Source: an optimization exercise on an open RTL-to-GDS flow (aim: small area, a short achievable clock period and few clock cycles per item). Production flows keep margins and buffers that such runs may drop. RTL that was checked went through simulation tests only; none was proved equivalent to the original. Function not checked in runs 4 to 7: the RTL went through the layout flow alone.

## flow/design.v (module list and top-level ports; edited modules follow where they fit)
// module hcil_seq: 74 lines
// module hcil_datapath: 206 lines
// module hcil_mul_err: 974 lines
// module hcil_mul_ref: 695 lines
// module hbridge_current_integral_loop_core: 86 lines
// module hcil_booth_enc: 13 lines
module hbridge_current_integral_loop_core
#(
  parameter int SAMPLE_BITS   = 12,
  parameter int FRACTION_BITS = 8,
  localparam int IN_W = ((4 * SAMPLE_BITS + 2 + 7) / 8) * 8
) (
  input  logic                 clk,
  input  logic                 rst,
  input  logic                 s_axis_tvalid,
  output logic                 s_axis_tready,
  input  logic [IN_W-1:0]      s_axis_tdata,
  output logic                 m_axis_tvalid,
  input  logic                 m_axis_tready,
  output logic [OUT_W-1:0]     m_axis_tdata,
  input  logic                 cfg_wr_en,
  input  logic [CFG_ADR_W-1:0] cfg_addr,
  input  logic [CFG_W-1:0]     cfg_wdata
);
  // ...
==> flow/run.sh <==
#!/bin/bash
# synth_recipe.tcl (not shown) runs the flow's synth.tcl, then flattens the netlist and writes it again
# the make line also repeats each setting of config.mk as NAME=value (left out here)
make -C /OpenROAD-flow-scripts/flow DESIGN_CONFIG=/design/flow/config.mk WORK_HOME=/design/flow/orfs CLKGATE_MAP_FILE= SYNTH_SCRIPT=/design/flow/synth_recipe.tcl finish
==> flow/config.mk <==
export PLATFORM = sky130hd
export DESIGN_NAME = hbridge_current_integral_loop_core
export DESIGN_NICKNAME = hbridge_current_integral_loop_core
export VERILOG_FILES = /design/flow/design.v
export SDC_FILE = /design/flow/constraint.sdc
export NUM_CORES = 4
export LEC_CHECK = 0
export CAP_MARGIN = 20
export CORE_MARGIN = 2
export CORE_UTILIZATION = 60
export SETUP_SLACK_MARGIN = 5
export SLEW_MARGIN = 20
==> flow/constraint.sdc <==
create_clock -name core_clock -period 10.0 [get_ports {clk}]
set_input_delay 2.0000 -clock core_clock [delete_from_list [all_inputs] [get_ports {clk}]]
set_output_delay 2.0000 -clock core_clock [all_outputs]
set_load 0.01 [all_outputs]
==> implementation parameters, run 1 <==
Parameter                              Value

Outcome
  Result of the run ... timing/DRC/antenna clean

Yosys
  Largest family of logic cells by synthesized area ... adder cells
  Post-synthesis share of cell area spent on xor and xnor gates ... 10.1%
  Area fraction of the dominant cell type after synthesis ... 18.7%
  Number of flops mapped to enable cells by yosys ... 205
  Flip-flop and latch count after synthesis ... 378
  Most repeated cell in the gate-level netlist after synthesis ... sky130_fd_sc_hd__inv_1

Cells and area
  # diodes ... 0
  Register with the most flip-flops ... cfg
  Fin area ... 0.0370 sq mm
  Cell type taking the most area ... multi-input gates
  Max FFs per register ... 96
  Number of clock buffers in the layout ... 56

Global routing
  Met3 track utilization from global routing ... 3.93%
  Pin count of the biggest net entering global routing ... 68
  Overall Global Routing Usage ... 29.2%
  Total congestion overflow after global routing ... 0

STA
  Setup ws final ... 5290 ps
  Unrepaired setup endpoints after global routing ... false
  Setup-failing EPs final ... 0
  Final Slew Violations ... 0

Drt
  Detailed-route wire length per cell ... 19.9 um
  Number of DRC violations after detailed-routing iteration 0 ... 1986
  Detailed-routing wirelength on met1 ... 34600 um
  Met3 Wirelength ... 5820 um

Worst setup path
  Setup crit start kind ... flop
  Number of buffer and inverter stages on the critical path ... 0
  Beginning of the worst register-to-register path ... u_datapath.fc[8]$_SDFFE_PP0P_
  Type of the setup path with the least slack ... reg2reg
  Endpoint required time on the critical path ... 10490 ps

Clock network
  Register clock-pin slew on the reported worst setup and hold paths ... 60 ps
  Number of levels in the clock H-tree ... 2

Placed design
  Post-place instance area ... 0.0355 sq mm

Min path
  Min-Delay Path Depth ... 0

Floorplanning
  Core Area ... 0.0563 sq mm
Testbench counts, summed over its fixed seeds: cycles 1,968, items 1,920.
==> inputs of run 2 (changes only) <==
--- a/flow/config.mk
+++ b/flow/config.mk
@@ -9,3 +9,3 @@
 export CORE_MARGIN = 2
-export CORE_UTILIZATION = 60
+export CORE_UTILIZATION = 40
 export SETUP_SLACK_MARGIN = 5
==> implementation parameters, run 2 <==
Parameter                              Value

Clock network
  CTS Sinks ... 378 (unchanged)
  Clock latency on the worst-skew pair ... 600 ps (about the same)
  Clock tree from TritonCTS ... built (unchanged)
  Resized Gates After CTS ... 0 (unchanged)
  Number of levels in the clock H-tree ... 2 (unchanged)
  Hold Buf Count CTS ... 0 (unchanged)
  Post-CTS setup buffers ... 0 (unchanged)
  Worst-case clock buffer depth ... 3 (unchanged)
  Register clock-pin slew on the reported worst setup and hold paths ... 60 ps (about the same)
  Num CTS Buffers ... 46 (was 44)
  Clk root buf ... sky130_fd_sc_hd__clkbuf_16 (unchanged)

Min path
  Classification of the worst-slack hold path ... reg2reg (unchanged)

Flow run
  Number of violations of the max-capacitance limit ... 0 (unchanged)

Cells and area
  Net count of the finished layout ... 4173 (was 4161)
  Max FFs per register ... 96 (unchanged)
  Signed area change from the synthesized netlist to the final layout ... 10.5% (was 8.56%)
  Most frequent cells in the layout ... sky130_fd_sc_hd__inv_1 (526), sky130_fd_sc_hd__fa_1 (318), sky130_fd_sc_hd__nand2_1 (292) (unchanged)
  Final Util ... 44.8% (was 65.7%)
  Finished Layout Cells ... 4686 (was 4293)
  Register with the most flip-flops ... cfg (unchanged)
  Largest registers ... cfg: 96 flops, u_datapath.ec4: 31 flops, u_datapath.es4: 30 flops (unchanged)
  Commonest non-fill, non-tap cell in the layout ... sky130_fd_sc_hd__inv_1 (unchanged)
  Proportion of layout cells with a drive suffix above 1 ... 4.36% (was 3.93%)

Floorplanning
  Number of placement rows ... 106 (was 87)
  Area of the die ... 0.0875 sq mm (was 0.0587 sq mm)
  Core Area ... 0.0840 sq mm (was 0.0563 sq mm)
  Height of the die ... 296 um (was 242 um)
  Ports ... 138 (unchanged)
  Die extent in x ... 296 um (was 242 um)
  Starting Density ... 40.6% (was 60.5%)

Global routing
  Most used routing layer in global routing ... met2 (unchanged)
  Pin count of the biggest net entering global routing ... 64 (was 68)
  Total congestion overflow after global routing ... 0 (unchanged)
  First-pass GRT wire length ... 133000 um (was 137000 um)
  Met2 GRT Util ... 32.2% (was 50.5%)
  Initial antenna violation count ... 3 (was 0)
  Overall Global Routing Usage ... 19.2% (was 29.2%)
  Vias in the first global route ... 24100 (was 25600)
  Met1 GRT Util ... 26.2% (was 37.8%)
  Met3 track utilization from global routing ... 2.25% (was 3.93%)

Drt
  Ratio of routed vias to standard cells ... 5.15 (was 5.87)
  Count of antenna-violating nets left after detailed routing ... 0 (unchanged)
  Detailed-route wire length per cell ... 17.8 um (was 19.9 um)
  Via Count ... 24100 (was 25200)
  Total wire length ... 83500 um (was 85500 um)
  Number of DRC violations after detailed-routing iteration 0 ... 1511 (was 1986)
  Number of remaining DRC errors ... 0 (unchanged)
  Detailed-router iteration count before antenna repair ... 5 (was 6)

Yosys
  Top cell type by total area after synthesis ... sky130_fd_sc_hd__fa_1 (unchanged)
  Share of flip-flops with an asynchronous set or reset after synthesis ... 0% (unchanged)
  Most repeated cell in the gate-level netlist after synthesis ... sky130_fd_sc_hd__inv_1 (unchanged)
  Sequential-to-total area share from yosys stat ... 28.3% (unchanged)
  Most common library cells after synthesis ... sky130_fd_sc_hd__inv_1 (526), sky130_fd_sc_hd__fa_1 (318), sky130_fd_sc_hd__nand2_1 (292) (unchanged)
  Flip-flop and latch count after synthesis ... 378 (unchanged)
  Yosys warnings ... 3 (unchanged)
  Netlist area before placement ... 0.0340 sq mm (unchanged)
  Number of flops mapped to enable cells by yosys ... 205 (unchanged)
  Average instance area after synthesis ... 9.61 sq um (unchanged)
  Largest cells by area after synthesis ... sky130_fd_sc_hd__fa_1 (19%), sky130_fd_sc_hd__edfxtp_1 (18%), sky130_fd_sc_hd__dfxtp_1 (10%), sky130_fd_sc_hd__ha_1 (9.6%), sky130_fd_sc_hd__xnor2_1 (7.2%) (unchanged)
  Area fraction of the dominant cell type after synthesis ... 18.7% (unchanged)
  Ys flop type ... sky130_fd_sc_hd__edfxtp_1 (unchanged)
  Cell variety after synth ... 68 (unchanged)
  Cells after synthesis ... 3541 (unchanged)

STA
  Maximum frequency from static timing analysis ... 0.216 GHz (was 0.212 GHz)
  Setup-failing EPs final ... 0 (unchanged)
  Worst hold margin ... 418 ps (was 412 ps)
  Shortest clock period the worst path allows after layout ... 4620 ps (was 4710 ps)
  Unrepaired setup endpoints after global routing ... false (unchanged)
  Final Slew Violations ... 0 (unchanged)
  Post-Route Skew ... 55.8 ps (was 38.9 ps)
  Slew headroom ... 26.3% (was 25.7%)
  Least-Margin Pin Slew ... 1100 ps (was 1110 ps)
  Number of hold violations in the final report ... 0 (unchanged)
  Final period utilization ... 46.2% (was 47.1%)
  Setup Total Neg Slack ... 0 ps (unchanged)

Placed design
  Port Buffers ... 124 (unchanged)
  Placer's final routability congestion estimate ... 0.894 (was 0.890)
  Hpwl dp ... 62100 um (was 63200 um)
  Placed Cells ... 4599 (was 4210)

Worst setup path
  Endpoint required time on the critical path ... 10500 ps (was 10490 ps)
  Type of the setup path with the least slack ... reg2reg (unchanged)
  CP Data Arrival Time ... 5120 ps (was 5200 ps)
  Critical Path Fanout Max ... 10 (unchanged)
  Setup crit start kind ... flop (unchanged)
  Setup crit end kind ... flop (unchanged)

Outcome
  Result of the run ... timing/DRC/antenna clean (unchanged)
run 2: metrics by stage:
stage | worst slack, ps | instance area [sq um]
after floorplan | 5840 | 34100
after global placement | 4950 | 36000
after detailed placement | 4950 | 36000
after CTS | 5200 | 37600
after global routing | 5100 | 37600
final | 5380 | 37600
run 2: worst paths after layout:
kind	startpoint	endpoint	slack [ps]	depth (start not counted)
setup reg to reg	u_datapath.fc[8]$_SDFFE_PP0P_	u_datapath.fc[18]$_SDFFE_PP0P_	5380	17
hold reg to reg	u_datapath.en3$_DFFE_PN_	u_datapath.en4$_DFFE_PN_	420	0
hold / removal	u_datapath.en3$_DFFE_PN_	u_datapath.en4$_DFFE_PN_	420	0
setup / recovery	u_datapath.fc[8]$_SDFFE_PP0P_	u_datapath.fc[18]$_SDFFE_PP0P_	5380	17
run 2: kinds of logic after synthesis:
group	count (synthesis)	synth area share, %
adder cells (fa/ha/maj)	580	28.3
other	1	0.0110
buffers and inverters	780	8.99
XOR/XNOR	393	10.1
flip-flops	378	28.3
multiplexers	16	0.492
AO/OA/AOI/OAI	774	15.7
AND/OR/NAND/NOR	619	8.14
run 2: critical path: stages (launching register included):
cell	delay, ps
sky130_fd_sc_hd__dfxtp_1	380
sky130_fd_sc_hd__ha_1	250
sky130_fd_sc_hd__fa_1	440
sky130_fd_sc_hd__a21o_1	200
sky130_fd_sc_hd__a21oi_1	240
sky130_fd_sc_hd__o21bai_1	100
sky130_fd_sc_hd__a21oi_1	270
sky130_fd_sc_hd__xnor2_1	130
sky130_fd_sc_hd__ha_1	380
sky130_fd_sc_hd__a21o_1	200
sky130_fd_sc_hd__a21o_1	190
sky130_fd_sc_hd__a21o_1	180
sky130_fd_sc_hd__a21o_1	200
sky130_fd_sc_hd__o31ai_1	360
sky130_fd_sc_hd__o211ai_1	150
sky130_fd_sc_hd__buf_4	220
sky130_fd_sc_hd__and3_1	340
sky130_fd_sc_hd__a32o_1	310
run 2: cell type report:
cell class | instances | area, sq um
Fill cell | 8038 | 46300
Multi-Input combinational cell | 2389 | 21400
Sequential cell | 378 | 9620
Inverter | 531 | 2000
Timing Repair Buffer | 167 | 1560
Tap cell | 1134 | 1420
Clock buffer | 55 | 1210
Clock inverter | 31 | 370
Antenna cell | 1 | 2.50
run 2: routing by layer:
layer | wire length [um] | vias to the layer above
li1 | - | 11700
met1 | 38500 | 11700
met3 | 3960 | 115
met4 | 1930 | 2
met5 | 13 | -
met2 | 39000 | 545
==> inputs of run 3 (changes only) <==
==> flow/flow/run.sh (new file) <==
#!/bin/bash
# The standard layout, with timing repair aimed at a tighter period than the
# 10 ns clock (the clock and constraints are unchanged). Synthesis is the
# standard one, run on its own first.
set -euo pipefail
MARGIN=$(cat flow/margin.txt)
bash standard.sh synth > synth.log 2>&1
bash standard.sh SETUP_SLACK_MARGIN=$MARGIN finish > layout.log 2>&1
==> flow/flow/margin.txt (new file) <==
6.5
==> flow/standard.sh (new file) <==
#!/bin/bash
# synth_recipe.tcl (not shown) runs the flow's synth.tcl, then flattens the netlist and writes it again
# the make line also repeats each setting of config.mk as NAME=value (left out here)
make -C /OpenROAD-flow-scripts/flow DESIGN_CONFIG=/design/flow/config.mk WORK_HOME=/design/flow/orfs CLKGATE_MAP_FILE= SYNTH_SCRIPT=/design/flow/synth_recipe.tcl "${@:-finish}"
--- a/flow/config.mk
+++ b/flow/config.mk
@@ -10,3 +10,2 @@
 export CORE_UTILIZATION = 40
-export SETUP_SLACK_MARGIN = 5
 export SLEW_MARGIN = 20
removed: flow/run.sh
==> implementation parameters, run 3 <==
Parameter                              Value

Outcome
  Result of the run ... timing/DRC/antenna clean (unchanged)

Cells and area
  Finished Layout Cells ... 4852 (was 4686)
  Net count of the finished layout ... 4340 (was 4173)
  Register with the most flip-flops ... cfg (unchanged)
  Largest registers ... cfg: 96 flops, u_datapath.ec4: 31 flops, u_datapath.es4: 30 flops (unchanged)
  Commonest non-fill, non-tap cell in the layout ... sky130_fd_sc_hd__inv_1 (unchanged)
  Area taken by multi-input logic gates ... 0.0228 sq mm (was 0.0214 sq mm)
  Signed area change from the synthesized netlist to the final layout ... 20.1% (was 10.5%)
  Fillers ... 7770 (was 8038)
  Max FFs per register ... 96 (unchanged)
  Footprint of the flip-flops and latches ... 0.00973 sq mm (was 0.00962 sq mm)
  Proportion of layout cells with a drive suffix above 1 ... 16.8% (was 4.36%)
  Most frequent cells in the layout ... sky130_fd_sc_hd__inv_1 (493), sky130_fd_sc_hd__fa_1 (298), sky130_fd_sc_hd__nand2_1 (291) (was sky130_fd_sc_hd__inv_1 (526), sky130_fd_sc_hd__fa_1 (318), sky130_fd_sc_hd__nand2_1 (292))

Drt
  Ratio of routed vias to standard cells ... 5.27 (was 5.15)
  Number of DRC violations after detailed-routing iteration 0 ... 1526 (was 1511)
  Number of remaining DRC errors ... 0 (unchanged)
  Detailed-route wire length per cell ... 18.7 um (was 17.8 um)
  Via Count ... 25600 (was 24100)
  Detailed-router iteration count before antenna repair ... 5 (unchanged)
  Total wire length ... 90600 um (was 83500 um)
  Count of antenna-violating nets left after detailed routing ... 0 (unchanged)

Yosys
  Cells after synthesis ... 3541 (unchanged)
  Netlist area before placement ... 0.0340 sq mm (unchanged)
  Cell variety after synth ... 68 (unchanged)
  Average instance area after synthesis ... 9.61 sq um (unchanged)
  Sequential-to-total area share from yosys stat ... 28.3% (unchanged)
  Ys flop type ... sky130_fd_sc_hd__edfxtp_1 (unchanged)
  Top cell type by total area after synthesis ... sky130_fd_sc_hd__fa_1 (unchanged)
  Flip-flop and latch count after synthesis ... 378 (unchanged)
  Largest cells by area after synthesis ... sky130_fd_sc_hd__fa_1 (19%), sky130_fd_sc_hd__edfxtp_1 (18%), sky130_fd_sc_hd__dfxtp_1 (10%), sky130_fd_sc_hd__ha_1 (9.6%), sky130_fd_sc_hd__xnor2_1 (7.2%) (unchanged)
  Share of flip-flops with an asynchronous set or reset after synthesis ... 0% (unchanged)
  Most repeated cell in the gate-level netlist after synthesis ... sky130_fd_sc_hd__inv_1 (unchanged)
  Most common library cells after synthesis ... sky130_fd_sc_hd__inv_1 (526), sky130_fd_sc_hd__fa_1 (318), sky130_fd_sc_hd__nand2_1 (292) (unchanged)
  Area fraction of the dominant cell type after synthesis ... 18.7% (unchanged)
  Yosys warnings ... 3 (unchanged)
  Number of flops mapped to enable cells by yosys ... 205 (unchanged)

Global routing
  Pin count of the biggest net entering global routing ... 79 (was 64)
  Initial antenna violation count ... 3 (unchanged)
  Overall Global Routing Usage ... 20.9% (was 19.2%)
  Total congestion overflow after global routing ... 0 (unchanged)
  Vias in the first global route ... 25700 (was 24100)
  First-pass GRT wire length ... 144000 um (was 133000 um)

Clock network
  Clock tree from TritonCTS ... built (unchanged)
  Clock latency on the worst-skew pair ... 600 ps (about the same)
  Clk root buf ... sky130_fd_sc_hd__clkbuf_16 (unchanged)
  Num CTS Buffers ... 46 (unchanged)
  Hold Buf Count CTS ... 0 (unchanged)
  CTS Sinks ... 378 (unchanged)
  Worst-case clock buffer depth ... 3 (unchanged)
  Register clock-pin slew on the reported worst setup and hold paths ... 60 ps (about the same)
  Number of levels in the clock H-tree ... 2 (unchanged)

Floorplanning
  Ports ... 138 (unchanged)
  Core Area ... 0.0840 sq mm (unchanged)
  Height of the die ... 296 um (unchanged)
  Number of placement rows ... 106 (unchanged)
  Die extent in x ... 296 um (unchanged)
  Area of the die ... 0.0875 sq mm (unchanged)
  Starting Density ... 40.6% (unchanged)

STA
  Shortest clock period the worst path allows after layout ... 3830 ps (was 4620 ps)
  Least-Margin Pin Slew ... 1080 ps (was 1100 ps)
  Setup-failing EPs final ... 0 (unchanged)
  Number of hold violations in the final report ... 0 (unchanged)
  Unrepaired setup endpoints after global routing ... true (was false)
  Maximum frequency from static timing analysis ... 0.261 GHz (was 0.216 GHz)
  Slew headroom ... 28.1% (was 26.3%)
  Final period utilization ... 38.3% (was 46.2%)
  Final Slew Violations ... 0 (unchanged)
  Setup Total Neg Slack ... 0 ps (unchanged)
  Post-Route Skew ... 58.8 ps (was 55.8 ps)

Worst setup path
  Setup crit end kind ... flop (unchanged)
  Endpoint required time on the critical path ... 10340 ps (was 10500 ps)
  R2r setup slk ... 6170 ps (was 5380 ps)
  Type of the setup path with the least slack ... reg2reg (unchanged)
  CP Data Arrival Time ... 4170 ps (was 5120 ps)
  Critical Path Fanout Max ... 3 (was 10)
  Setup crit start kind ... flop (unchanged)

Placed design
  Placer's final routability congestion estimate ... 0.893 (was 0.894)
  Port Buffers ... 124 (unchanged)
  Placed Cells ... 4597 (was 4599)
  Hpwl dp ... 62800 um (was 62100 um)

Flow run
  Number of violations of the max-capacitance limit ... 0 (unchanged)

Min path
  Classification of the worst-slack hold path ... reg2reg (unchanged)
[run 3: cell type report]
type	count	share of cell area [%]
clock inverters	20	0.514
inverters	531	4.90
multi-input cells	2392	55.8
clock buffers	65	3.29
diodes	1	0.00612
repair buffers	331	8.24
well taps	1134	3.47
flip-flops and latches	378	23.8
[run 3: final timing paths]
check	start	to	cells past startpoint
setup / recovery	u_datapath.err3[2]$_DFFE_PN_	u_datapath.inb4$_DFFE_PN_	14
hold / removal	u_datapath.fw4$_DFFE_PN_	u_datapath.fw5$_DFFE_PN_	0
setup reg to reg	u_datapath.err3[2]$_DFFE_PN_	u_datapath.inb4$_DFFE_PN_	14
hold reg to reg	u_datapath.fw4$_DFFE_PN_	u_datapath.fw5$_DFFE_PN_	0
[run 3: kinds of logic after synthesis]
family,after synthesis,share of synthesized area [%]
xor gates and xnor gates,393,10.1
buffers and inverters,780,8.99
other,1,0.0110
DFF,378,28.3
and+or+nand+nor,619,8.14
adders and majority gates,580,28.3
AOI/OAI and AO/OA,774,15.7
muxes,16,0.492
[run 3: metrics by stage]
stage | hold WS [ps] | area [sq um] | util [%] | setup WS (ps)
global placement | 401 | 36300 | 43.2 | 5340
finish | 416 | 40900 | 48.7 | 6170
CTS | 417 | 40100 | 47.7 | 6200
global route | 420 | 40900 | 48.7 | 6020
detailed placement | 405 | 36300 | 43.3 | 5310
floorplan | 400 | 34600 | - | 6120
[run 3: repair_timing]
item | in CTS | in global routing
cloned | 9 | 0
setup buffers | 139 | 21
endpoints found under the setup margin | 177 | 152
resized for setup | 269 | 191
pin swaps | 155 | 145
[run 3: routing by layer]
layer	track usage (%)	wire length, um	up-vias
met4	6.72	2700	2
met1	27.5	39300	12600
li1	-	-	12100
met2	35.4	43500	734
met3	2.77	5110	165
met5	0	8	-
[run 3: critical path: stages (launching register included)]
cell and delay (ps):
sky130_fd_sc_hd__edfxtp_1 410, sky130_fd_sc_hd__or4_4 600, sky130_fd_sc_hd__nor4_4 310, sky130_fd_sc_hd__nand2_2 90
sky130_fd_sc_hd__or4_4 430, sky130_fd_sc_hd__or2_4 270, sky130_fd_sc_hd__xor2_1 150, sky130_fd_sc_hd__ha_1 320
sky130_fd_sc_hd__nand4_1 110, sky130_fd_sc_hd__a21oi_2 150, sky130_fd_sc_hd__nand2_1 80, sky130_fd_sc_hd__o21ai_2 130
sky130_fd_sc_hd__a31o_2 180, sky130_fd_sc_hd__nor2_1 40, sky130_fd_sc_hd__a211o_1 260
==> module hcil_datapath, before the edit <==
module hcil_datapath
#(
  parameter int SAMPLE_BITS = 12
) (
  input  logic                   clk,
  input  logic                   rst,
  input  logic                   run,
  input  hcil_pkg::cfg_t         cfg,
  input  logic                   in_valid,
  input  logic [SAMPLE_BITS-1:0] current_sample_a,
  input  logic [SAMPLE_BITS-1:0] reference_sample_a,
  input  logic [SAMPLE_BITS-1:0] current_sample_b,
  input  logic [SAMPLE_BITS-1:0] reference_sample_b,
  input  logic                   drive_enable,
  input  logic                   direction_forward,
  output logic                   out_valid,
  output logic [REG_W-1:0]       duty,
  output logic                   fwd,
  output logic                   rev,
  output logic                   in_band
);
  localparam int S     = SAMPLE_BITS;
  localparam int FC_W  = 20;    
  localparam int FR_W  = 21;    
  localparam int ERR_W = 22;
  localparam int RN_W  = 23;    
  localparam int INC_W = 31;    
  localparam int ACC_W = REG_W + INT_FRAC;
  logic             v1;
  logic [S:0]       sc1;
  logic [S:0]       sr1;
  logic             en1, fw1;
  always_ff @(posedge clk) begin
    if (rst) begin
      v1 <= 1'b0;
    end else if (run) begin
      v1 <= in_valid;
    end
  end
  always_ff @(posedge clk) begin
    if (run) begin
      sc1 <= {1'b0, current_sample_a} + {1'b0, current_sample_b};
      sr1 <= {1'b0, reference_sample_a} + {1'b0, reference_sample_b};
      en1 <= drive_enable;
      fw1 <= direction_forward;
    end
  end
  logic                    v2;
  logic [FC_W-1:0]         fc;
  logic signed [FC_W+1:0]  fc_sum;
  logic [RN_W-1:0]         rs, rc, rs2, rc2;
  logic                    rcy, rcy2;
  logic                    en2, fw2;
  assign fc_sum = $signed({2'b00, fc})
                + $signed({2'b00, cfg.center, 8'd0})
                - $signed({2'b00, sc1, 7'd0});
  hcil_mul_ref u_mul_ref (
    .a  ({1'b0, sr1}),
    .bo ({cfg.scale.neg[7], cfg.scale.one}),
    .bt ({1'b0, cfg.scale.two}),
    .bn ({1'b0, cfg.scale.neg}),
    .o  (cfg.offset),
    .s  (rs),
    .c  (rc),
    .cy (rcy)
  );
  always_ff @(posedge clk) begin
    if (rst) begin
      v2 <= 1'b0;
      fc <= '0;
    end else if (run) begin
      v2 <= v1;
      if (v1) begin
        fc <= fc_sum[FC_W+1] ? '0 : fc_sum[FC_W:1];
      end
    end
  end
  always_ff @(posedge clk) begin
    if (run) begin
      rs2  <= rs;
      rc2  <= rc;
      rcy2 <= rcy;
      en2  <= en1;
      fw2  <= fw1;
    end
  end
  logic                    v3;
  logic signed [FR_W-1:0]  fr;
  logic [FR_W:0]           fr_sum;
  logic [ERR_W:0]          err_x;
  logic signed [ERR_W-1:0] err3;
  logic                    en3, fw3;
  logic [ERR_W:0]          fx, k1s, k1c, nfc, k2s, k2c;
  assign fx     = {{2{fr[FR_W-1]}}, fr};
  assign k1s    = fx ^ rs2 ^ rc2;
  assign k1c    = {(fx[ERR_W-1:0] & rs2[ERR_W-1:0]) | (fx[ERR_W-1:0] & rc2[ERR_W-1:0])
                   | (rs2[ERR_W-1:0] & rc2[ERR_W-1:0]), rcy2};
  assign nfc    = ~{2'b00, fc, 1'b0};
  assign k2s    = k1s ^ k1c ^ nfc;
  assign k2c    = {(k1s[ERR_W-1:0] & k1c[ERR_W-1:0]) | (k1s[ERR_W-1:0] & nfc[ERR_W-1:0])
                   | (k1c[ERR_W-1:0] & nfc[ERR_W-1:0]), 1'b1};
  assign fr_sum = k1s[FR_W:0] + k1c[FR_W:0];
  assign err_x  = k2s + k2c;
  always_ff @(posedge clk) begin
    if (rst) begin
      v3 <= 1'b0;
      fr <= '0;
    end else if (run) begin
      v3 <= v2;
      if (v2) begin
        fr <= fr_sum[FR_W:1];
      end
    end
  end
  always_ff @(posedge clk) begin
    if (run) begin
      err3 <= err_x[ERR_W:1];
      en3  <= en2;
      fw3  <= fw2;
    end
  end
  logic                    v4;
  logic [INC_W-1:0]        es, ec, es4, ec4;
  logic                    ecy, ecy4;
  logic signed [ERR_W-1:0] band_p;
  logic                    inb4;
  logic                    en4, fw4;
  hcil_mul_err u_mul_err (
    .a  (err3),
    .bo ({cfg.gain.neg[7], cfg.gain.one}),
    .bt ({1'b0, cfg.gain.two}),
    .bn ({1'b0, cfg.gain.neg}),
    .s  (es),
    .c  (ec),
    .cy (ecy)
  );
  assign band_p = $signed({2'b00, cfg.band, 8'd0});
  always_ff @(posedge clk) begin
    if (rst) begin
      v4 <= 1'b0;
    end else if (run) begin
      v4 <= v3;
    end
  end
  always_ff @(posedge clk) begin
    if (run) begin
      es4  <= es;
      ec4  <= ec;
      ecy4 <= ecy;
      inb4 <= (err3 < band_p) && (-err3 < band_p);
      en4  <= en3;
      fw4  <= fw3;
    end
  end
  logic                    v5;
  logic [ACC_W-1:0]        acc;
  logic [INC_W-1:0]        ax, a1s, a1c, nlim, a2s, a2c;
  logic [INC_W-1:0]        acc_sum;
  logic [INC_W-1:0]        acc_over;
  logic [ACC_W-1:0]        acc_lim;
  logic [ACC_W-1:0]        acc_new;
  logic                    inb5, en5, fw5;
  assign acc_lim  = {cfg.limit, 16'd0};
  assign ax       = {3'b000, acc};
  assign a1s      = ax ^ es4 ^ ec4;
  assign a1c      = {(ax[INC_W-2:0] & es4[INC_W-2:0]) | (ax[INC_W-2:0] & ec4[INC_W-2:0])
                     | (es4[INC_W-2:0] & ec4[INC_W-2:0]), ecy4};
  assign nlim     = ~{3'b000, acc_lim};
  assign a2s      = a1s ^ a1c ^ nlim;
  assign a2c      = {(a1s[INC_W-2:0] & a1c[INC_W-2:0]) | (a1s[INC_W-2:0] & nlim[INC_W-2:0])
                     | (a1c[INC_W-2:0] & nlim[INC_W-2:0]), 1'b0};
  assign acc_sum  = a1s + a1c;
  assign acc_over = a2s + a2c;
  always_comb begin
    if (acc_sum[INC_W-1]) begin
      acc_new = '0;
    end else if (!acc_over[INC_W-1]) begin
      acc_new = acc_lim;
    end else begin
      acc_new = acc_sum[ACC_W-1:0];
    end
  end
  always_ff @(posedge clk) begin
    if (rst) begin
      v5  <= 1'b0;
      acc <= '0;
    end else if (run) begin
      v5 <= v4;
      if (v4) begin
        acc <= acc_new;
      end
    end
  end
  always_ff @(posedge clk) begin
    if (run) begin
      inb5 <= inb4;
      en5  <= en4;
      fw5  <= fw4;
    end
  end
  assign out_valid = v5 && run;
  assign duty      = acc[ACC_W-1 -: REG_W];
  assign fwd       = en5 && fw5;
  assign rev       = en5 && !fw5;
  assign in_band   = inb5;
endmodule
==> inputs of run 4 (changes only) <==
--- a/flow/design.v
+++ b/flow/design.v
@@ -201,5 +201,10 @@
   logic                    en2, fw2;
-  assign fc_sum = $signed({2'b00, fc})
-                + $signed({2'b00, cfg.center, 8'd0})
-                - $signed({2'b00, sc1, 7'd0});
+  logic [14:0]             fx_, fy_, fz_, fs_, fcy_, fu_;
+  assign fx_    = {2'b00, fc[FC_W-1:7]};
+  assign fy_    = {2'b00, cfg.center, 1'b0};
+  assign fz_    = ~{2'b00, sc1};
+  assign fs_    = fx_ ^ fy_ ^ fz_;
+  assign fcy_   = {(fx_[13:0] & fy_[13:0]) | (fx_[13:0] & fz_[13:0]) | (fy_[13:0] & fz_[13:0]), 1'b1};
+  assign fu_    = fs_ + fcy_;
+  assign fc_sum = {fu_, fc[6:0]};
   hcil_mul_ref u_mul_ref (
==> implementation parameters, run 4 <==
Parameter                              Value

Min path
  Classification of the worst-slack hold path ... reg2reg (unchanged)

Floorplanning
  Core Area ... 0.0838 sq mm (was 0.0840 sq mm)
  Area of the die ... 0.0873 sq mm (was 0.0875 sq mm)
  Height of the die ... 295 um (was 296 um)
  Number of placement rows ... 106 (unchanged)
  Starting Density ... 40.5% (was 40.6%)
  Ports ... 138 (unchanged)
  Die extent in x ... 295 um (was 296 um)

Global routing
  Overall Global Routing Usage ... 20.3% (was 20.9%)
  Total congestion overflow after global routing ... 0 (unchanged)
  Vias in the first global route ... 25400 (was 25700)
  Pin count of the biggest net entering global routing ... 81 (was 79)
  Initial antenna violation count ... 0 (was 3)
  First-pass GRT wire length ... 140000 um (was 144000 um)

Drt
  Detailed-router iteration count before antenna repair ... 7 (was 5)
  Detailed-route wire length per cell ... 18.4 um (was 18.7 um)
  Ratio of routed vias to standard cells ... 5.20 (was 5.27)
  Via Count ... 25200 (was 25600)
  Count of antenna-violating nets left after detailed routing ... 0 (unchanged)
  Total wire length ... 88800 um (was 90600 um)
  Number of DRC violations after detailed-routing iteration 0 ... 1610 (was 1526)
  Number of remaining DRC errors ... 0 (unchanged)

Yosys
  Netlist area before placement ... 0.0340 sq mm (about the same)
  Cells after synthesis ... 3491 (was 3541)
  Most repeated cell in the gate-level netlist after synthesis ... sky130_fd_sc_hd__inv_1 (unchanged)
  Cell variety after synth ... 75 (was 68)
  Largest cells by area after synthesis ... sky130_fd_sc_hd__fa_1 (19%), sky130_fd_sc_hd__edfxtp_1 (18%), sky130_fd_sc_hd__dfxtp_1 (10%), sky130_fd_sc_hd__ha_1 (9.2%), sky130_fd_sc_hd__xnor2_1 (6.6%) (was sky130_fd_sc_hd__fa_1 (19%), sky130_fd_sc_hd__edfxtp_1 (18%), sky130_fd_sc_hd__dfxtp_1 (10%), sky130_fd_sc_hd__ha_1 (9.6%), sky130_fd_sc_hd__xnor2_1 (7.2%))
  Ys flop type ... sky130_fd_sc_hd__edfxtp_1 (unchanged)
  Sequential-to-total area share from yosys stat ... 28.3% (about the same)
  Average instance area after synthesis ... 9.73 sq um (was 9.61 sq um)
  Top cell type by total area after synthesis ... sky130_fd_sc_hd__fa_1 (unchanged)
  Area fraction of the dominant cell type after synthesis ... 19.4% (was 18.7%)
  Most common library cells after synthesis ... sky130_fd_sc_hd__inv_1 (543), sky130_fd_sc_hd__fa_1 (329), sky130_fd_sc_hd__a22oi_1 (281) (was sky130_fd_sc_hd__inv_1 (526), sky130_fd_sc_hd__fa_1 (318), sky130_fd_sc_hd__nand2_1 (292))
  Number of flops mapped to enable cells by yosys ... 205 (unchanged)
  Flip-flop and latch count after synthesis ... 378 (unchanged)
  Yosys warnings ... 3 (unchanged)
  Share of flip-flops with an asynchronous set or reset after synthesis ... 0% (unchanged)

STA
  Final period utilization ... 41.7% (was 38.3%)
  Final Slew Violations ... 0 (unchanged)
  Least-Margin Pin Slew ... 934 ps (was 1080 ps)
  Slew headroom ... 37.6% (was 28.1%)
  Shortest clock period the worst path allows after layout ... 4170 ps (was 3830 ps)
  Setup Total Neg Slack ... 0 ps (unchanged)
  Setup-failing EPs final ... 0 (unchanged)
  Number of hold violations in the final report ... 0 (unchanged)
  Post-Route Skew ... 25.4 ps (was 58.8 ps)
  Setup ws final ... 5830 ps (was 6170 ps)
  Maximum frequency from static timing analysis ... 0.240 GHz (was 0.261 GHz)
  Unrepaired setup endpoints after global routing ... true (unchanged)

Clock network
  Register clock-pin slew on the reported worst setup and hold paths ... 60 ps (about the same)
  Clock tree from TritonCTS ... built (unchanged)
  Clk root buf ... sky130_fd_sc_hd__clkbuf_16 (unchanged)
  Num CTS Buffers ... 47 (was 46)
  Number of levels in the clock H-tree ... 2 (unchanged)
  Worst-case clock buffer depth ... 3 (unchanged)
  Hold Buf Count CTS ... 0 (unchanged)
  CTS Sinks ... 378 (unchanged)
  Clock latency on the worst-skew pair ... 600 ps (about the same)

Worst setup path
  Longest individual stage delay on the worst path ... 540 ps (was 600 ps)
  Setup crit end kind ... flop (unchanged)
  CP Data Arrival Time ... 4610 ps (was 4170 ps)
  Critical Path, Cell by Cell ... buf_8, or4_4, or4_4, nor4_4, nand2b_2, or3_4, and2_4, ha_4, a21o_1, a21o_1, a21o_1, a21o_1, a221oi_2, o21a_1, nand3_2, o21ai_2, o2bb2ai_2 (was or4_4, nor4_4, nand2_2, or4_4, or2_4, xor2_1, ha_1, nand4_1, a21oi_2, nand2_1, o21ai_2, a31o_2, nor2_1, a211o_1)
  CP max-delay cell ... sky130_fd_sc_hd__or4_4 (unchanged)
  Endpoint required time on the critical path ... 10440 ps (was 10340 ps)
  Type of the setup path with the least slack ... reg2reg (unchanged)
  Setup crit start kind ... flop (unchanged)
  Cell family contributing the most delay on the critical path ... simple AND/OR/NAND/NOR gates (unchanged)
  Most used cell, CP ... sky130_fd_sc_hd__a21o_1 (was sky130_fd_sc_hd__or4_4)
  Number of buffer and inverter stages on the critical path ... 1 (was 0)
  Critical Path Fanout Max ... 5 (was 3)

Cells and area
  Proportion of layout cells with a drive suffix above 1 ... 18.7% (was 16.8%)
  Register with the most flip-flops ... cfg (unchanged)
  Net count of the finished layout ... 4322 (was 4340)
  # diodes ... 0 (was 1)
  Max FFs per register ... 96 (unchanged)
  Most frequent cells in the layout ... sky130_fd_sc_hd__inv_1 (485), sky130_fd_sc_hd__fa_1 (297), sky130_fd_sc_hd__xnor2_1 (248) (was sky130_fd_sc_hd__inv_1 (493), sky130_fd_sc_hd__fa_1 (298), sky130_fd_sc_hd__nand2_1 (291))
  Fillers ... 7816 (was 7770)
  Fin area ... 0.0412 sq mm (was 0.0409 sq mm)
  Largest registers ... cfg: 96 flops, u_datapath.ec4: 31 flops, u_datapath.es4: 30 flops (unchanged)
  Signed area change from the synthesized netlist to the final layout ... 21.4% (was 20.1%)
  Commonest non-fill, non-tap cell in the layout ... sky130_fd_sc_hd__inv_1 (unchanged)

Outcome
  Result of the run ... timing/DRC/antenna clean (unchanged)

Placed design
  Port Buffers ... 124 (unchanged)
  Post-place instance area ... 0.0362 sq mm (was 0.0363 sq mm)
  Placement Setup Slack ... 5270 ps (was 5310 ps)
  Placer's final routability congestion estimate ... 0.906 (was 0.893)
  Hpwl dp ... 61100 um (was 62800 um)

Flow run
  Number of violations of the max-capacitance limit ... 0 (unchanged)
-- run 4: cell types whose count changed after synthesis, sizes merged, moves of 18 or more --
cell,delta
nand2,-45
o211ai,-30
xor2,+24
a211o,+23
xnor2,-23
nand3b,+21
a22oi,+19
nand3,-19
a21oi,-18
-- run 4: final timing paths --
kind / from / endpoint / slack [ps] / depth (start not counted)
min: u_datapath.en1$_DFFE_PN_ / u_datapath.en2$_DFFE_PN_ / 420 / 0
max: u_datapath.err3[0]$_DFFE_PN_ / u_datapath.inb4$_DFFE_PN_ / 5830 / 17
max reg2reg: u_datapath.err3[0]$_DFFE_PN_ / u_datapath.inb4$_DFFE_PN_ / 5830 / 17
min reg2reg: u_datapath.en1$_DFFE_PN_ / u_datapath.en2$_DFFE_PN_ / 420 / 0
-- run 4: kinds of logic after synthesis --
family / count (synthesis) / synth area share, %
AO/OA/AOI/OAI: 741 / 15.2
XOR/XNOR: 394 / 10.2
flip-flops: 378 / 28.3
other: 1 / 0.0110
multiplexers: 18 / 0.549
AND/OR/NAND/NOR: 582 / 7.90
buffers and inverters: 798 / 9.25
adder cells (fa/ha/maj): 579 / 28.6
-- run 4: layout make-up --
type,count,area (sq um),share of cell area (%)
multi-input combinational,2323,22800,55.3
sequential,378,9710,23.6
timing repair buffer,366,3630,8.79
inverter,547,2060,5.00
tap,1134,1420,3.44
clock buffer,61,1300,3.15
clock inverter,27,322,0.780
-- run 4: through the flow --
step	instances	hold slack [ps]	utilization [%]
after floorplan	3497	400	-
after global placement	4550	402	43.2
after detailed placement	4550	405	43.2
after CTS	4786	417	47.9
after global routing	4836	421	49.2
final	4836	416	49.2
-- run 4: per-layer routing --
| metal | share of wire [%] | up-vias | track usage [%] |
|---|---|---|---|
| met3 | 5.5 | 184 | 2.82 |
| met2 | 47 | 720 | 33.7 |
| met1 | 44 | 12300 | 27.0 |
| met4 | 3.4 | 0 | 7.32 |
| met5 | 0 | - | 0 |
| li1 | - | 11900 | - |
-- run 4: what timing repair did --
item / in CTS / in global routing
setup buffers: 140 / 50
setup endpoints to repair: 196 / 162
gates resized for setup: 293 / 212
gates cloned: 8 / 0
pin swaps: 158 / 163
==> inputs of run 5 (changes only) <==
==> flow/flow/margin.txt (replaced) <==
7.5
==> implementation parameters, run 5 <==
Parameter                              Value

STA
  Final Slew Violations ... 0 (unchanged)
  Shortest clock period the worst path allows after layout ... 4190 ps (was 4170 ps)
  Final period utilization ... 41.9% (was 41.7%)
  Slew headroom ... 35.0% (was 37.6%)
  Least-Margin Pin Slew ... 974 ps (was 934 ps)
  Number of hold violations in the final report ... 0 (unchanged)
  Setup Total Neg Slack ... 0 ps (unchanged)
  Unrepaired setup endpoints after global routing ... true (unchanged)
  Post-Route Skew ... 47.7 ps (was 25.4 ps)
  Setup-failing EPs final ... 0 (unchanged)
  Maximum frequency from static timing analysis ... 0.239 GHz (was 0.240 GHz)

Global routing
  Initial antenna violation count ... 0 (unchanged)
  First-pass GRT wire length ... 147000 um (was 140000 um)
  Vias in the first global route ... 26000 (was 25400)
  Overall Global Routing Usage ... 21.4% (was 20.3%)
  Pin count of the biggest net entering global routing ... 81 (unchanged)
  Total congestion overflow after global routing ... 0 (unchanged)

Floorplanning
  Height of the die ... 295 um (unchanged)
  Number of placement rows ... 106 (unchanged)
  Die extent in x ... 295 um (unchanged)
  Core Area ... 0.0838 sq mm (unchanged)
  Area of the die ... 0.0873 sq mm (unchanged)
  Starting Density ... 40.5% (unchanged)
  Ports ... 138 (unchanged)

Clock network
  Worst-case clock buffer depth ... 3 (unchanged)
  CTS Sinks ... 378 (unchanged)
  Clock latency on the worst-skew pair ... 610 ps (was 600 ps)
  Clk root buf ... sky130_fd_sc_hd__clkbuf_16 (unchanged)
  Hold Buf Count CTS ... 0 (unchanged)
  Number of levels in the clock H-tree ... 2 (unchanged)
  Register clock-pin slew on the reported worst setup and hold paths ... 60 ps (about the same)
  Num CTS Buffers ... 46 (was 47)
  Clock tree from TritonCTS ... built (unchanged)

Min path
  Min-Delay Path Depth ... 0 (unchanged)
  Classification of the worst-slack hold path ... reg2reg (unchanged)

Yosys
  Sequential-to-total area share from yosys stat ... 28.3% (unchanged)
  Cells after synthesis ... 3491 (unchanged)
  Yosys warnings ... 3 (unchanged)
  Most repeated cell in the gate-level netlist after synthesis ... sky130_fd_sc_hd__inv_1 (unchanged)
  Netlist area before placement ... 0.0340 sq mm (unchanged)
  Ys flop type ... sky130_fd_sc_hd__edfxtp_1 (unchanged)
  Share of flip-flops with an asynchronous set or reset after synthesis ... 0% (unchanged)
  Number of flops mapped to enable cells by yosys ... 205 (unchanged)
  Largest cells by area after synthesis ... sky130_fd_sc_hd__fa_1 (19%), sky130_fd_sc_hd__edfxtp_1 (18%), sky130_fd_sc_hd__dfxtp_1 (10%), sky130_fd_sc_hd__ha_1 (9.2%), sky130_fd_sc_hd__xnor2_1 (6.6%) (unchanged)
  Top cell type by total area after synthesis ... sky130_fd_sc_hd__fa_1 (unchanged)
  Average instance area after synthesis ... 9.73 sq um (unchanged)
  Most common library cells after synthesis ... sky130_fd_sc_hd__inv_1 (543), sky130_fd_sc_hd__fa_1 (329), sky130_fd_sc_hd__a22oi_1 (281) (unchanged)
  Cell variety after synth ... 75 (unchanged)
  Flip-flop and latch count after synthesis ... 378 (unchanged)
  Area fraction of the dominant cell type after synthesis ... 19.4% (unchanged)

Worst setup path
  Setup crit start kind ... flop (unchanged)
  Endpoint required time on the critical path ... 10470 ps (was 10440 ps)
  Setup crit end kind ... flop (unchanged)
  CP Data Arrival Time ... 4660 ps (was 4610 ps)
  Worst-case reg-to-reg path depth ... 17 (unchanged)
  Critical Path Fanout Max ... 6 (was 5)
  Type of the setup path with the least slack ... reg2reg (unchanged)

Placed design
  Hpwl dp ... 62500 um (was 61100 um)
  Port Buffers ... 124 (unchanged)
  Placer's final routability congestion estimate ... 0.905 (was 0.906)

Drt
  Total wire length ... 94300 um (was 88800 um)
  Count of antenna-violating nets left after detailed routing ... 0 (unchanged)
  Detailed-router iteration count before antenna repair ... 5 (was 7)
  Number of DRC violations after detailed-routing iteration 0 ... 1531 (was 1610)
  Number of remaining DRC errors ... 0 (unchanged)
  Via Count ... 25700 (was 25200)
  Ratio of routed vias to standard cells ... 5.25 (was 5.20)
  Detailed-route wire length per cell ... 19.2 um (was 18.4 um)

Cells and area
  Most frequent cells in the layout ... sky130_fd_sc_hd__inv_1 (455), sky130_fd_sc_hd__nand2_1 (235), sky130_fd_sc_hd__xnor2_1 (231) (was sky130_fd_sc_hd__inv_1 (485), sky130_fd_sc_hd__fa_1 (297), sky130_fd_sc_hd__xnor2_1 (248))
  Register with the most flip-flops ... cfg (unchanged)
  # diodes ... 0 (unchanged)
  Final Util ... 51.9% (was 49.2%)
  Largest registers ... cfg: 96 flops, u_datapath.ec4: 31 flops, u_datapath.es4: 30 flops (unchanged)
  Commonest non-fill, non-tap cell in the layout ... sky130_fd_sc_hd__inv_1 (unchanged)
  Fillers ... 7529 (was 7816)
  Proportion of layout cells with a drive suffix above 1 ... 30.2% (was 18.7%)
  Signed area change from the synthesized netlist to the final layout ... 27.9% (was 21.4%)
  Max FFs per register ... 96 (unchanged)
  Net count of the finished layout ... 4390 (was 4322)

Outcome
  Result of the run ... timing/DRC/antenna clean (unchanged)

Flow run
  Number of violations of the max-capacitance limit ... 0 (unchanged)
==> run 5: cell counts after synthesis <==
No cell type changed its count.
==> run 5: final timing paths <==
| path | from | endpoint | slack (ps) |
|---|---|---|---|
| max | u_datapath.err3[4]$_DFFE_PN_ | u_datapath.inb4$_DFFE_PN_ | 5810 |
| min | u_datapath.en1$_DFFE_PN_ | u_datapath.en2$_DFFE_PN_ | 420 |
| max reg2reg | u_datapath.err3[4]$_DFFE_PN_ | u_datapath.inb4$_DFFE_PN_ | 5810 |
| min reg2reg | u_datapath.en1$_DFFE_PN_ | u_datapath.en2$_DFFE_PN_ | 420 |
==> run 5: kinds of logic after synthesis <==
logic type,synth area share (%)
XOR/XNOR,10.2
adder cells (fa/ha/maj),28.6
flip-flops,28.3
AND/OR/NAND/NOR,7.90
AO/OA/AOI/OAI,15.2
other,0.0110
multiplexers,0.549
buffers and inverters,9.25
==> run 5: final cells by class <==
cell class	count	area [sq um]	share of cell area [%]
sequential	378	9770	22.5
inverter	547	2090	4.80
timing repair buffer	425	4300	9.88
clock buffer	66	1380	3.17
tap	1134	1420	3.26
multi-input combinational	2333	24200	55.8
clock inverter	20	274	0.630
==> run 5: worst max-delay path, stage by stage, from the launching register on <==
cell                        delay [ps]
sky130_fd_sc_hd__edfxtp_1          420
sky130_fd_sc_hd__buf_12            150
sky130_fd_sc_hd__or4_4             550
sky130_fd_sc_hd__or4_4             520
sky130_fd_sc_hd__nor4_4            210
sky130_fd_sc_hd__nand2b_2           90
sky130_fd_sc_hd__or3_4             420
sky130_fd_sc_hd__and2_4            170
sky130_fd_sc_hd__ha_4              230
sky130_fd_sc_hd__a21o_1            160
sky130_fd_sc_hd__a21o_1            150
sky130_fd_sc_hd__a21o_1            160
sky130_fd_sc_hd__a21o_1            170
sky130_fd_sc_hd__a221oi_2          230
sky130_fd_sc_hd__o21a_1            210
sky130_fd_sc_hd__nand3_2            80
sky130_fd_sc_hd__o21ai_2            70
sky130_fd_sc_hd__o2bb2ai_2         110
==> run 5: what timing repair did <==
action | in CTS | in global routing
endpoints found under the setup margin | 480 | 335
buffers inserted | 194 | 56
gates cloned | 16 | 5
pin swaps | 238 | 179
resized for setup | 764 | 190
==> run 5: routing by layer <==
metal	global-route usage [%]	up-vias	part of all wire, %	routed length (um)
li1	-	12100	-	-
met1	27.5	12700	43	40200
met5	0	-	0	0
met3	2.86	183	5.2	4950
met4	7.04	0	3.1	2970
met2	37.2	701	49	46200
==> run 5: per-stage QoR <==
stage	hold slack, ps	cell area, sq um	cells	setup WS, ps
floorplan	400	36700	3497	5850
global placement	403	37300	4544	5330
detailed placement	405	37400	4546	5310
CTS	419	42300	4842	5630
global route	425	43500	4903	5660
finish	418	43500	4903	5810
==> inputs of run 6 (changes only) <==
--- a/flow/design.v
+++ b/flow/design.v
@@ -277,3 +277,2 @@
   logic                    ecy, ecy4;
-  logic signed [ERR_W-1:0] band_p;
   logic                    inb4;
@@ -289,3 +288,12 @@
   );
-  assign band_p = $signed({2'b00, cfg.band, 8'd0});
+  logic signed [14:0]      bh;
+  logic [14:0]             bb, bs, bc, bt;
+  logic                    inb_lo, inb_hi;
+  assign bh     = {err3[ERR_W-1], err3[ERR_W-1:8]};
+  assign bb     = {3'b000, cfg.band};
+  assign bs     = ~(bh ^ bb);
+  assign bc     = {bh[13:0] | bb[13:0], |err3[7:0]};
+  assign bt     = bs + bc;
+  assign inb_lo = bh < $signed(bb);
+  assign inb_hi = !bt[14];
   always_ff @(posedge clk) begin
@@ -302,3 +310,3 @@
       ecy4 <= ecy;
-      inb4 <= (err3 < band_p) && (-err3 < band_p);
+      inb4 <= inb_lo && inb_hi;
       en4  <= en3;
==> flow/flow/margin.txt (replaced) <==
6.5
--- a/flow/config.mk
+++ b/flow/config.mk
@@ -7,2 +7,3 @@
 export LEC_CHECK = 0
+export ABC_AREA = 1
 export CAP_MARGIN = 20
==> implementation parameters, run 6 <==
Parameter                              Value

Outcome
  Result of the run ... timing/DRC/antenna clean (unchanged)

Clock network
  Register clock-pin slew on the reported worst setup and hold paths ... 70 ps (was 60 ps)
  Clk root buf ... sky130_fd_sc_hd__clkbuf_16 (unchanged)
  Clock tree from TritonCTS ... built (unchanged)
  CTS Sinks ... 378 (unchanged)
  Number of levels in the clock H-tree ... 2 (unchanged)
  Num CTS Buffers ... 43 (was 46)
  Hold Buf Count CTS ... 0 (unchanged)
  Worst-case clock buffer depth ... 3 (unchanged)
  Clock latency on the worst-skew pair ... 600 ps (was 610 ps)

Drt
  Detailed-router iteration count before antenna repair ... 6 (was 5)
  Count of antenna-violating nets left after detailed routing ... 0 (unchanged)
  Via Count ... 29400 (was 25700)
  Number of DRC violations after detailed-routing iteration 0 ... 2731 (was 1531)
  Detailed-route wire length per cell ... 19.2 um (about the same)
  Ratio of routed vias to standard cells ... 5.22 (was 5.25)
  Total wire length ... 108000 um (was 94300 um)
  Number of remaining DRC errors ... 0 (unchanged)

Worst setup path
  Setup crit end kind ... flop (unchanged)
  Type of the setup path with the least slack ... reg2reg (unchanged)
  Most used cell, CP ... sky130_fd_sc_hd__fa_2 (was sky130_fd_sc_hd__a21o_1)
  CP max-delay cell ... sky130_fd_sc_hd__fa_2 (was sky130_fd_sc_hd__or4_4)
  Worst-case reg-to-reg path depth ... 10 (was 17)
  Critical Path Fanout Max ... 7 (was 6)
  Longest individual stage delay on the worst path ... 560 ps (was 550 ps)
  Setup crit start kind ... flop (unchanged)
  Endpoint required time on the critical path ... 10320 ps (was 10470 ps)
  CP Data Arrival Time ... 4130 ps (was 4660 ps)
  Critical Path, Cell by Cell ... clkinvlp_4, o22ai_2, xor2_1, fa_1, fa_2, inv_2, fa_2, fa_1, inv_2, fa_2 (was buf_12, or4_4, or4_4, nor4_4, nand2b_2, or3_4, and2_4, ha_4, a21o_1, a21o_1, a21o_1, a21o_1, a221oi_2, o21a_1, nand3_2, o21ai_2, o2bb2ai_2)

Placed design
  Hpwl dp ... 75100 um (was 62500 um)
  Port Buffers ... 124 (unchanged)
  Placer's final routability congestion estimate ... 0.937 (was 0.905)

Yosys
  Area fraction of the dominant cell type after synthesis ... 18.4% (was 19.4%)
  Cells after synthesis ... 4184 (was 3491)
  Cell variety after synth ... 52 (was 75)
  Most common library cells after synthesis ... sky130_fd_sc_hd__inv_1 (875), sky130_fd_sc_hd__nand2_1 (594), sky130_fd_sc_hd__xor2_1 (340) (was sky130_fd_sc_hd__inv_1 (543), sky130_fd_sc_hd__fa_1 (329), sky130_fd_sc_hd__a22oi_1 (281))
  Top cell type by total area after synthesis ... sky130_fd_sc_hd__fa_1 (unchanged)
  Number of flops mapped to enable cells by yosys ... 205 (unchanged)
  Most repeated cell in the gate-level netlist after synthesis ... sky130_fd_sc_hd__inv_1 (unchanged)
  Share of flip-flops with an asynchronous set or reset after synthesis ... 0% (unchanged)
  Average instance area after synthesis ... 8.53 sq um (was 9.73 sq um)
  Ys flop type ... sky130_fd_sc_hd__edfxtp_1 (unchanged)
  Flip-flop and latch count after synthesis ... 378 (unchanged)
  Largest cells by area after synthesis ... sky130_fd_sc_hd__fa_1 (18%), sky130_fd_sc_hd__edfxtp_1 (17%), sky130_fd_sc_hd__dfxtp_1 (9.7%), sky130_fd_sc_hd__ha_1 (9.4%), sky130_fd_sc_hd__inv_1 (9.2%) (was sky130_fd_sc_hd__fa_1 (19%), sky130_fd_sc_hd__edfxtp_1 (18%), sky130_fd_sc_hd__dfxtp_1 (10%), sky130_fd_sc_hd__ha_1 (9.2%), sky130_fd_sc_hd__xnor2_1 (6.6%))
  Yosys warnings ... 3 (unchanged)
  Netlist area before placement ... 0.0357 sq mm (was 0.0340 sq mm)
  Sequential-to-total area share from yosys stat ... 26.9% (was 28.3%)

STA
  Setup-failing EPs final ... 0 (unchanged)
  Number of hold violations in the final report ... 0 (unchanged)
  Unrepaired setup endpoints after global routing ... true (unchanged)
  Final Slew Violations ... 0 (unchanged)
  Shortest clock period the worst path allows after layout ... 3800 ps (was 4190 ps)
  Least-Margin Pin Slew ... 1190 ps (was 974 ps)
  Final period utilization ... 38.0% (was 41.9%)
  Slew headroom ... 20.6% (was 35.0%)
  Maximum frequency from static timing analysis ... 0.263 GHz (was 0.239 GHz)
  Setup Total Neg Slack ... 0 ps (unchanged)
  Post-Route Skew ... 15.5 ps (was 47.7 ps)

Cells and area
  Net count of the finished layout ... 5097 (was 4390)
  Register with the most flip-flops ... cfg (unchanged)
  Largest registers ... cfg: 96 flops, u_datapath.ec4: 31 flops, u_datapath.es4: 30 flops (unchanged)
  Max FFs per register ... 96 (unchanged)
  Most frequent cells in the layout ... sky130_fd_sc_hd__inv_1 (793), sky130_fd_sc_hd__nand2_1 (586), sky130_fd_sc_hd__xor2_1 (329) (was sky130_fd_sc_hd__inv_1 (455), sky130_fd_sc_hd__nand2_1 (235), sky130_fd_sc_hd__xnor2_1 (231))
  Commonest non-fill, non-tap cell in the layout ... sky130_fd_sc_hd__inv_1 (unchanged)
  Proportion of layout cells with a drive suffix above 1 ... 15.4% (was 30.2%)
  Signed area change from the synthesized netlist to the final layout ... 18.4% (was 27.9%)
  Fillers ... 8364 (was 7529)
  Final Util ... 47.8% (was 51.9%)

Floorplanning
  Core Area ... 0.0884 sq mm (was 0.0838 sq mm)
  Height of the die ... 303 um (was 295 um)
  Area of the die ... 0.0917 sq mm (was 0.0873 sq mm)
  Die extent in x ... 303 um (was 295 um)
  Number of placement rows ... 109 (was 106)
  Starting Density ... 40.4% (was 40.5%)
  Ports ... 138 (unchanged)

Global routing
  Initial antenna violation count ... 3 (was 0)
  First-pass GRT wire length ... 163000 um (was 147000 um)
  Overall Global Routing Usage ... 23.0% (was 21.4%)
  Vias in the first global route ... 28400 (was 26000)
  Pin count of the biggest net entering global routing ... 91 (was 81)
  Total congestion overflow after global routing ... 0 (unchanged)

Min path
  Min-Delay Path Depth ... 0 (unchanged)
  Classification of the worst-slack hold path ... reg2reg (unchanged)

Flow run
  Number of violations of the max-capacitance limit ... 0 (unchanged)
-- run 6: cell types whose count changed in the layout (fill, tap and decap cells not counted), sizes merged, moves of 66 or more --
cell	before	now
o22ai	1	288
clkinvlp	4	70
xnor2	256	23
inv	546	846
a21oi	146	240
xor2	138	340
buf	376	244
a22oi	281	1
nand2	248	612
nand3	30	120
-- run 6: layout make-up --
class	instances	area (sq um)	area share, %
multi-input combinational	2704	22500	53.3
sequential	378	9690	22.9
inverter	906	3660	8.67
timing repair buffer	368	3390	8.02
tap	1165	1460	3.45
clock buffer	55	1160	2.75
clock inverter	24	245	0.580
timing repair inverter	20	148	0.349
antenna	1	2.50	0.00592
-- run 6: kinds of logic (layout without fill, tap and decap cells) --
logic type | count (synthesis) | in the layout | share of synthesized area (%)
buffers and inverters | 1109 | 1373 | 12.1
and+or+nand+nor | 977 | 978 | 11.6
AOI/OAI and AO/OA | 752 | 752 | 12.4
adders and majority gates | 596 | 596 | 27.8
DFF | 378 | 378 | 26.9
xor gates and xnor gates | 363 | 363 | 8.90
muxes | 8 | 8 | 0.252
other | 1 | 8 | 0.0105
-- run 6: worst paths after layout --
| path | slack (ps) | endpoint | from |
|---|---|---|---|
| setup / recovery | 6200 | u_datapath.es4[14]$_DFFE_PN_ | cfg[25]$_SDFFE_PP0P_ |
| hold reg to reg | 420 | u_datapath.fw5$_DFFE_PN_ | u_datapath.fw4$_DFFE_PN_ |
| setup reg to reg | 6200 | u_datapath.es4[14]$_DFFE_PN_ | cfg[25]$_SDFFE_PP0P_ |
| hold / removal | 420 | u_datapath.fw5$_DFFE_PN_ | u_datapath.fw4$_DFFE_PN_ |
-- run 6: worst max-delay path, delay by kind of cell (launching register included) --
family                   cells  cell delay [ps]
buffers and inverters        3              340
adder cells (fa/ha/maj)      5             2410
flip-flops                   1              360
AO/OA/AOI/OAI                1              220
XOR/XNOR                     1              190
-- run 6: timing repair --
action                                  4_1_cts  5_1_grt
pin swaps                                    58      103
gates cloned                                 15        6
endpoints found under the setup margin      142      141
gates resized for setup                     208      181
setup buffers                               142       75
-- run 6: stage by stage --
stage / area, sq um / worst slack [ps] / std cells / hold WS [ps]
2_1_floorplan: 35900 / 6450 / 4190 / 400
3_3_place_gp: 37800 / 5830 / 5302 / 402
3_5_place_dp: 37800 / 5810 / 5302 / 405
4_1_cts: 40900 / 6260 / 5538 / 418
5_1_grt: 42300 / 6110 / 5620 / 434
6_report: 42300 / 6200 / 5621 / 418
-- run 6: layer usage --
metal | global-route usage, % | wire length [um] | vias up
met3 | 3.45 | 8590 | 316
met2 | 36.1 | 48000 | 1292
met1 | 31.6 | 45700 | 14000
met5 | 0 | 13 | -
met4 | 9.98 | 5430 | 2
li1 | - | - | 13800
==> inputs of run 7 (changes only) <==
--- a/flow/config.mk
+++ b/flow/config.mk
@@ -7,3 +7,2 @@
 export LEC_CHECK = 0
-export ABC_AREA = 1
 export CAP_MARGIN = 20
==> implementation parameters, run 7 <==
Parameter                              Value

Cells and area
  Finished Layout Cells ... 4940 (was 5621)
  Final Util ... 48.7% (was 47.8%)
  Signed area change from the synthesized netlist to the final layout ... 20.9% (was 18.4%)

Min path
  Classification of the worst-slack hold path ... reg2reg (unchanged)

STA
  Setup Total Neg Slack ... 0 ps (unchanged)
  Least-Margin Pin Slew ... 1020 ps (was 1190 ps)
  Final Slew Violations ... 0 (unchanged)

Worst setup path
  CP Data Arrival Time ... 4440 ps (was 4130 ps)
  Type of the setup path with the least slack ... reg2reg (unchanged)
  Worst-case reg-to-reg path depth ... 15 (was 10)
  Endpoint of the lowest-slack register-to-register path ... u_datapath.acc[27]$_SDFFE_PP0P_ (was u_datapath.es4[14]$_DFFE_PN_)

Yosys
  Cell variety after synth ... 74 (was 52)
  Sequential-to-total area share from yosys stat ... 28.1% (was 26.9%)
  Flip-flop and latch count after synthesis ... 378 (unchanged)
  Most repeated cell in the gate-level netlist after synthesis ... sky130_fd_sc_hd__inv_1 (unchanged)

Drt
  Ratio of routed vias to standard cells ... 5.16 (was 5.22)
  Detailed-route wire length per cell ... 18.1 um (was 19.2 um)
  Number of remaining DRC errors ... 0 (unchanged)

Global routing
  Pin count of the biggest net entering global routing ... 67 (was 91)
  Overall Global Routing Usage ... 20.4% (was 23.0%)
  Vias in the first global route ... 25500 (was 28400)

Placed design
  Placement Setup Slack ... 5220 ps (was 5810 ps)
  Placer's final routability congestion estimate ... 0.899 (was 0.937)

Outcome
  Result of the run ... timing/DRC/antenna clean (unchanged)

Clock network
  Clock latency on the worst-skew pair ... 600 ps (about the same)

Floorplanning
  Height of the die ... 296 um (was 303 um)
  Ports ... 138 (unchanged)
  Core Area ... 0.0849 sq mm (was 0.0884 sq mm)
  Number of placement rows ... 107 (was 109)
run 7: through the flow:
step,hold WS (ps),cell area [sq um]
after floorplan,400,34800
final,418,41300
after global placement,404,36500
after CTS,418,40100
after global routing,430,41300
after detailed placement,405,36500
run 7: worst max-delay path, stage by stage, from the launching register on:
cell,delay (ps)
sky130_fd_sc_hd__edfxtp_1,390
sky130_fd_sc_hd__fa_1,530
sky130_fd_sc_hd__ha_4,320
sky130_fd_sc_hd__inv_4,50
sky130_fd_sc_hd__ha_4,220
sky130_fd_sc_hd__nor4bb_4,160
sky130_fd_sc_hd__o311a_4,320
sky130_fd_sc_hd__a2111oi_4,390
sky130_fd_sc_hd__nor3_4,120
sky130_fd_sc_hd__a31oi_4,270
sky130_fd_sc_hd__xor2_4,290
sky130_fd_sc_hd__buf_12,150
sky130_fd_sc_hd__xnor2_4,130
sky130_fd_sc_hd__mux2i_1,200
sky130_fd_sc_hd__o21ai_1,80
sky130_fd_sc_hd__a32o_1,250
run 7: routing by layer:
layer	wire length [um]	part of all wire, %	vias to the layer above	global-route usage [%]
li1	-	-	12100	-
met1	38500	43	12500	26.7
met2	42500	47	739	34.3
met3	5230	5.8	187	2.92
met4	3300	3.7	0	7.14
met5	0	0	-	0
run 7: cell families after synthesis:
group | Yosys count | synth area share, %
buffers and inverters | 850 | 9.72
other | 1 | 0.0110
flip-flops | 378 | 28.1
AO/OA/AOI/OAI | 748 | 14.9
multiplexers | 14 | 0.428
XOR/XNOR | 382 | 9.81
adder cells (fa/ha/maj) | 596 | 29.0
AND/OR/NAND/NOR | 600 | 7.88
run 7: layout make-up:
type / count / area [sq um]
clock inverter: 27 / 236
clock buffer: 61 / 1370
inverter: 599 / 2270
multi-input combinational: 2348 / 22700
fill: 7916 / 43500
timing repair buffer: 383 / 3600
sequential: 378 / 9720
tap: 1144 / 1430
run 7: worst min-delay path by stage:
stage	startpoint	end	slack, ps	cells past startpoint
final	u_datapath.fw4$_DFFE_PN_	u_datapath.fw5$_DFFE_PN_	420	0
after global routing	u_datapath.en1$_DFFE_PN_	u_datapath.en2$_DFFE_PN_	430	0
after CTS	u_datapath.fw4$_DFFE_PN_	u_datapath.fw5$_DFFE_PN_	420	0
after detailed placement	u_datapath.fw4$_DFFE_PN_	u_datapath.fw5$_DFFE_PN_	400	0
after global placement	u_datapath.fw3$_DFFE_PN_	u_datapath.fw4$_DFFE_PN_	400	0
after floorplan	u_datapath.en1$_DFFE_PN_	u_datapath.en2$_DFFE_PN_	400	0
run 7: what timing repair did:
action	CTS	global route
pin swaps	128	178
setup buffers	166	52
setup endpoints to repair	193	140
gates cloned	1	1
gates resized for setup	241	223

[port drivers added, routing unchanged]
No port has a modelled driver above. Below, the same layouts with a new extraction and two added sets of constraints. Step 1 (the two cells are an assumption about what drives the block):
set clk [get_ports {clk}]
set_driving_cell -lib_cell sky130_fd_sc_hd__clkbuf_16 $clk
set_driving_cell -lib_cell sky130_fd_sc_hd__buf_2 [delete_from_list [all_inputs] $clk]
Step 2 times the ports against the registers' clock, not the clock port: input delays grow and output delays shrink by t, the midpoint of the rising clock arrivals with the driver on. a / b / c = no drivers / after step 1 / after step 2; a / b = the first two.
run | t (ns) | setup slack, ns | latest minus earliest clock arrival (ns) | worst data-port slew with drivers (ns)
run 1 | 0.646 | 5.290 / 5.290 / 4.878 | 0.040 / 0.040 | 0.04
run 2 | 0.635 | 5.378 / 5.378 / 4.914 | 0.061 / 0.061 | 0.17
run 3 | 0.637 | 6.168 / 6.168 / 5.849 | 0.059 / 0.060 | 0.14
run 4 | 0.646 | 5.830 / 5.830 / 5.830 | 0.029 / 0.028 | 0.05
run 5 | 0.653 | 5.812 / 5.812 / 5.812 | 0.050 / 0.050 | 0.19
run 6 | 0.652 | 6.197 / 6.197 / 5.888 | 0.017 / 0.018 | 0.07
run 7 | 0.643 | 6.043 / 6.043 / 5.933 | 0.042 / 0.043 | 0.05
After both steps setup and hold are still met in every run listed. The setup slack of run 2, which loses most, moves by 0.000 ns with the drivers and by -0.464 ns with both steps.
